This is an optimization exercise on Yosys and OpenROAD, whose aim is small area, not a production implementation.
RTL that was checked went through simulation tests only; none was proved equivalent to the original.

==> inputs of job 8791 <==
Design decode_stage, start of the top module:
module decode_stage (
    input  logic                      clk,
    input  logic                      reset,
    input  decode_pkg::inst_t         instruction,
    input  decode_pkg::xlen_t         fs_pc,
    input  logic                      fs_to_ds_valid,
    input  logic                      es_allowin,
    input  logic                      es_valid,
    input  logic                      ms_valid,
    input  logic                      ws_valid,
    input  logic                      es_rf_we,
    input  logic                      ms_rf_we,
    input  logic                      ws_rf_we,
    input  decode_pkg::reg_addr_t     es_rf_dest,
    input  decode_pkg::reg_addr_t     ms_rf_dest,
    input  decode_pkg::reg_addr_t     ws_rf_dest,
    input  logic                      es_res_from_mem,
    input  logic                      ms_res_from_mem,
    input  logic                      ms_ls_result_valid,
    input  decode_pkg::xlen_t         es_result,
    input  decode_pkg::xlen_t         ms_final_result,
    input  decode_pkg::xlen_t         ws_final_result,
    input  decode_pkg::xlen_t         rf_src1,
    input  decode_pkg::xlen_t         rf_src2,
    output logic                      ds_to_es_valid,
    output logic                      ds_allowin,
    output decode_pkg::xlen_t         ds_pc,
    output decode_pkg::inst_t         ds_inst,
    output decode_pkg::reg_addr_t     rs1,
    output decode_pkg::reg_addr_t     rs2,
    output decode_pkg::reg_addr_t     rf_dest,
    output logic                      rf_we,
    output decode_pkg::xlen_t         oprand1,
    output decode_pkg::xlen_t         oprand2,
    output decode_pkg::alu_op_t       alu_op,
    output decode_pkg::shifter_op_t   shifter_op,
    output logic                      is_alu,
    output logic                      rwi_type,
    output logic                      load,
    output logic                      loadu,
    output logic                      store,
    output decode_pkg::mem_size_t     dwhb,
    output decode_pkg::xlen_t         ls_addr,
    output logic                      ds_load_block,
    output logic                      es_related_cancel,
    output logic                      is_trans,
  ...
==> module add_sx, before the edit <==
module add_sx #(parameter int STYLE = 1) (
    input  decode_pkg::xlen_t a,
    input  logic [30:0]       b,
    input  logic              bs,
    output decode_pkg::xlen_t y
);
    if (STYLE == 0) begin : g_builtin
        assign y = a + {{33{bs}}, b};
    end else begin : g_prefix
        logic [30:0] g, p, gg, pp;
        logic        c31, d;
        logic [32:0] x, q;
        always_comb begin
            g = a[30:0] & b;
            p = a[30:0] ^ b;
            gg = g;
            pp = p;
            for (int l = 0; l < 5; l++) begin
                for (int i = (2 << l) - 1; i < 31; i += (2 << l)) begin
                    gg[i] = gg[i] | (pp[i] & gg[i - (1 << l)]);
                    pp[i] = pp[i] & pp[i - (1 << l)];
                end
            end
            for (int l = 3; l >= 0; l--) begin
                for (int i = (3 << l) - 1; i < 31; i += (2 << l)) begin
                    gg[i] = gg[i] | (pp[i] & gg[i - (1 << l)]);
                    pp[i] = pp[i] & pp[i - (1 << l)];
                end
            end
        end
        assign y[0]    = p[0];
        assign y[30:1] = p[30:1] ^ gg[29:0];
        assign c31     = gg[30];
        assign x = a[63:31] ^ {33{bs}};
        assign d = c31 ^ bs;
        always_comb begin
            q[0] = 1'b1;
            for (int i = 1; i < 33; i++) q[i] = q[i-1] & x[i-1];
        end
        assign y[63:31] = a[63:31] ^ ({33{d}} & q);
    end
endmodule
==> module branch_unit, before the edit <==
module branch_unit #(parameter int CMP_STYLE = 1, parameter int ADD_STYLE = 1) (
    input  logic              ds_valid,
    input  decode_pkg::xlen_t ds_pc,
    input  logic [30:0]       imm_lo,
    input  logic              imm_s,
    input  decode_pkg::xlen_t op1,
    input  decode_pkg::xlen_t op2,
    input  logic              es_hit1,
    input  logic              es_hit2,
    input  logic              es_allowin,
    input  logic              is_jal,
    input  logic              is_jalr,
    input  logic              is_branch_op,
    input  logic [2:0]        br_funct3,
    input  logic              use_pc_op1,
    input  logic              op2_sel_reg,
    input  logic              link,
    output logic              is_trans,
    output decode_pkg::xlen_t trans_addr,
    output decode_pkg::xlen_t oprand1,
    output decode_pkg::xlen_t oprand2,
    output decode_pkg::xlen_t ls_addr
);
    logic              cond, eq, lt;
    logic              es_busy;
    logic              br_taken;
    decode_pkg::xlen_t imm;
    decode_pkg::xlen_t pc_target;
    assign imm = {{33{imm_s}}, imm_lo};
    if (CMP_STYLE == 0) begin : g_cmp_builtin
        logic lts, ltu;
        assign eq  = op1 == op2;
        assign lts = $signed(op1) < $signed(op2);
        assign ltu = op1 < op2;
        assign lt  = br_funct3[1] ? ltu : lts;
    end else begin : g_cmp_one
        logic sg;
        assign sg = !br_funct3[1];
        assign eq = op1 == op2;
        assign lt = {op1[63] ^ sg, op1[62:0]} < {op2[63] ^ sg, op2[62:0]};
    end
    always_comb begin
        case (br_funct3)
            3'b000:  cond = eq;
            3'b001:  cond = !eq;
            3'b100, 3'b110: cond = lt;
            3'b101, 3'b111: cond = !lt;
            default: cond = 1'b0;
        endcase
    end
    assign es_busy  = (es_hit1 || es_hit2) && !es_allowin;
    assign br_taken = is_branch_op && cond && !es_busy;
    assign is_trans = (is_jal || is_jalr || br_taken) && ds_valid;
    add_sx #(.STYLE(ADD_STYLE)) u_ls_add (.a(op1),   .b(imm_lo), .bs(imm_s), .y(ls_addr));
    add_sx #(.STYLE(ADD_STYLE)) u_pc_add (.a(ds_pc), .b(imm_lo), .bs(imm_s), .y(pc_target));
    assign trans_addr = {is_jalr ? ls_addr[63:2] : pc_target[63:2], 2'b00};
    assign oprand1 = use_pc_op1 ? ds_pc : op1;
    assign oprand2 = link        ? decode_pkg::LINK_OFFSET :
                     op2_sel_reg ? op2 : imm;
endmodule
clock: 12.0 ns
lec_check: 0
cap_margin: 20
core_area: 5 5 195 195
die_area: 0 0 200 200
slew_margin: 20
standard.sh (not shown) runs the stock make flow with config.mk's settings and CLKGATE_MAP_FILE= SYNTH_SCRIPT=/design/flow/synth_recipe.tcl, a recipe that flattens the netlist after the stock synthesis.
==> flow/flow/run.sh <==
#!/bin/bash
# Standard ORFS layout, but the port buffers use the smallest buffer cell.
set -euo pipefail
export BUFFER_PORTS_ARGS="-buffer_cell sky130_fd_sc_hd__buf_1"
bash standard.sh > make_finish.log 2>&1
==> job 971: changes against job 8791 <==
--- a/flow/design.v
+++ b/flow/design.v
@@ -291,8 +291,14 @@
         assign x = a[63:31] ^ {33{bs}};
         assign d = c31 ^ bs;
+        logic [31:0] r;
         always_comb begin
-            q[0] = 1'b1;
-            for (int i = 1; i < 33; i++) q[i] = q[i-1] & x[i-1];
+            r = x[31:0];
+            for (int l = 0; l < 5; l++) begin
+                for (int i = 0; i < 32; i++) begin
+                    if ((i >> l) & 1) r[i] = r[i] & r[((i >> l) << l) - 1];
+                end
+            end
         end
+        assign q = {r, 1'b1};
         assign y[63:31] = a[63:31] ^ ({33{d}} & q);
     end
@@ -333,9 +339,21 @@
         assign ltu = op1 < op2;
         assign lt  = br_funct3[1] ? ltu : lts;
-    end else begin : g_cmp_one
+    end else begin : g_cmp_tree
         logic sg;
+        logic [63:0] e, l;
         assign sg = !br_funct3[1];
-        assign eq = op1 == op2;
-        assign lt = {op1[63] ^ sg, op1[62:0]} < {op2[63] ^ sg, op2[62:0]};
+        always_comb begin
+            e = ~(op1 ^ op2);
+            l = ~op1 & op2;
+            l[63] = ~(op1[63] ^ sg) & (op2[63] ^ sg);
+            for (int k = 0; k < 6; k++) begin
+                for (int i = 0; i < 64; i += (2 << k)) begin
+                    l[i] = l[i + (1 << k)] | (e[i + (1 << k)] & l[i]);
+                    e[i] = e[i + (1 << k)] & e[i];
+                end
+            end
+        end
+        assign eq = e[0];
+        assign lt = l[0];
     end
     always_comb begin
==> flow/flow/run.sh (replaced) <==
#!/bin/bash
# Standard ORFS synthesis, then the combinational logic re-mapped for area
# (flip-flops untouched), then the standard ORFS layout with the smallest
# buffer cell on the ports and pins packed one track apart.
set -euo pipefail
HERE=$(pwd)
RES=$HERE/orfs/results/$FLOW_PLATFORM/decode_stage/base
export BUFFER_PORTS_ARGS="-buffer_cell sky130_fd_sc_hd__buf_1"

bash standard.sh synth > make_synth.log 2>&1
cp $RES/1_2_yosys.v $HERE/synth_standard.v

printf 'set_driving_cell sky130_fd_sc_hd__buf_1\nset_load 5\n' > $HERE/remap.constr
DONT_USE_CELLS=$(make -s -C $FLOW_HOME DESIGN_CONFIG=$FLOW_CONFIG print-DONT_USE_CELLS 2>/dev/null | sed 's/^DONT_USE_CELLS: *//' || true)
export DONT_USE_CELLS
REMAP_LIB=$FLOW_HOME/platforms/$FLOW_PLATFORM/lib/sky130_fd_sc_hd__tt_025C_1v80.lib \
REMAP_NETLIST=$HERE/synth_standard.v REMAP_TOP=$FLOW_TOP \
REMAP_SCRIPT=$HERE/flow/remap.abc REMAP_CONSTR=$HERE/remap.constr \
REMAP_OUT=$HERE/synth_remap.v \
  yosys -c flow/remap.tcl > remap.log 2>&1
cp $HERE/synth_remap.v $RES/1_2_yosys.v

bash standard.sh > make_finish.log 2>&1
==> flow/flow/remap.abc (new file) <==
strash
balance -l; resub -K 6 -l; rewrite -l; resub -K 6 -N 2 -l; refactor -l; resub -K 8 -l; balance -l; resub -K 8 -N 2 -l; rewrite -l; resub -K 10 -l; rewrite -z -l; resub -K 10 -N 2 -l; balance -l; resub -K 12 -l; refactor -z -l; resub -K 12 -N 2 -l; rewrite -z -l; balance -l
&get -n
&st
&dch
&nf -F 8 -A 4 -a
&put
topo
stime -c
buffer -c
upsize -c
dnsize -c
topo
stime -c

&get -n
&st
&dch
&nf -F 8 -A 4 -a
&put
topo
stime -c
buffer -c
upsize -c
dnsize -c
topo
stime -c

&get -n
&st
&dch
&nf -F 8 -A 4 -a
&put
topo
stime -c
buffer -c
upsize -c
dnsize -c
topo
stime -c

&get -n
&st
&dch
&nf -F 8 -A 4 -a
&put
topo
stime -c
buffer -c
upsize -c
dnsize -c
topo
stime -c

&get -n
&st
&dch
&nf -F 8 -A 4 -a
&put
topo
stime -c
buffer -c
upsize -c
dnsize -c
topo
stime -c

&get -n
&st
&dch
&nf -F 8 -A 4 -a
&put
topo
stime -c
buffer -c
upsize -c
dnsize -c
topo
stime -c

&get -n
&st
&dch
&nf -F 8 -A 4 -a
&put
topo
stime -c
buffer -c
upsize -c
dnsize -c
topo
stime -c

&get -n
&st
&dch
&nf -F 8 -A 4 -a
&put
topo
stime -c
buffer -c
upsize -c
dnsize -c
topo
stime -c

==> flow/flow/remap.tcl (new file) <==
# Re-map the combinational logic of the standard synthesis netlist with an
# area-oriented ABC script. Flip-flops and tie cells are kept as they are,
# with their instance names, so the registers match the standard synthesis.
yosys -import
set lib $::env(REMAP_LIB)
set net $::env(REMAP_NETLIST)
read_liberty -ignore_miss_func $lib
read_verilog $net
hierarchy -top $::env(REMAP_TOP)
set keep {}
foreach c [split [exec grep -o {sky130_fd_sc_hd__[a-z0-9_]*} $net | sort -u] "\n"] {
  if {[regexp {df|dl|sdf|edf|conb} $c]} { lappend keep $c }
}
foreach c $keep { setattr -mod -set keep_hierarchy 1 $c }
flatten
opt_clean
set du {}
foreach c $::env(DONT_USE_CELLS) { lappend du -dont_use $c }
abc -script $::env(REMAP_SCRIPT) -liberty $lib {*}$du -D 12000 -constr $::env(REMAP_CONSTR)
opt_clean -purge
stat -liberty $lib
select $::env(REMAP_TOP)
write_verilog -noattr -selected -noexpr $::env(REMAP_OUT)
- CAP_MARGIN: 20 -> 10
- CORE_AREA: 5 5 195 195 -> 5 5 245 245
- DIE_AREA: 0 0 200 200 -> 0 0 250 250
- SLEW_MARGIN: 20 -> 10
==> summary.txt <==
Job 8791 did not get past 3_2_place_iop on PPL-0024. Job 971 ran to the end with no violations.
Area after synthesis: job 8791 is higher than job 971 (18%).
In job 8791 the synthesized cell count is higher than in job 971, by about 15%.
==> figures <==
|  | job 8791 | job 971 |
|---|---|---|
| Result of the run | did not finish | no timing/DRC/antenna violations |
| Stage where the flow stopped | 3_2_place_iop | - |
| Standard-cell row count | 69 | 88 |
| Initial cell density of the core | 46.6% | 24.6% |
| DIE HEIGHT | 200 um | 250 um |
| Mean area per synthesized cell | 7.69 um2 | 7.50 um2 |
| Synthesized area | 16600 um2 | 14100 um2 |
| Synth Warn # | 4 | 4 |
| Post-Syn Instances | 2155 | 1879 |
| Die width | 200 um | 250 um |
The RTL of job 8791 was laid out without a check of its function.

-- static timing again, ports no longer ideal --
In the flow no input, the clock included, has a driving cell. The finished layout below was timed again as built, in two steps. Step 1 (the two cells are an assumption about what drives the block):
set clk [get_ports {clk}]
set_driving_cell -lib_cell sky130_fd_sc_hd__clkbuf_16 $clk
set_driving_cell -lib_cell sky130_fd_sc_hd__buf_2 [delete_from_list [all_inputs] $clk]
Step 2 adds t to the input delays and takes it off the output delays; t is the mean of the earliest and latest rising clock arrival at the registers after step 1. Input paths then give back, and output paths get back, about the clock's delay inside the block. Three values: ideal ports, drivers, drivers and shift; two values: the first two.
run: job 971
shift t [ns]: 0.461
setup WS [ns]: 0.346 / 0.289 / 0.319
worst register clock-pin slew, ns: 0.11 / 0.11
pins driven straight from the clock port: 1
After both steps job 971 still meets setup and hold. The setup slack of job 971 moves by -0.057 ns with the drivers and by -0.027 ns with both steps.
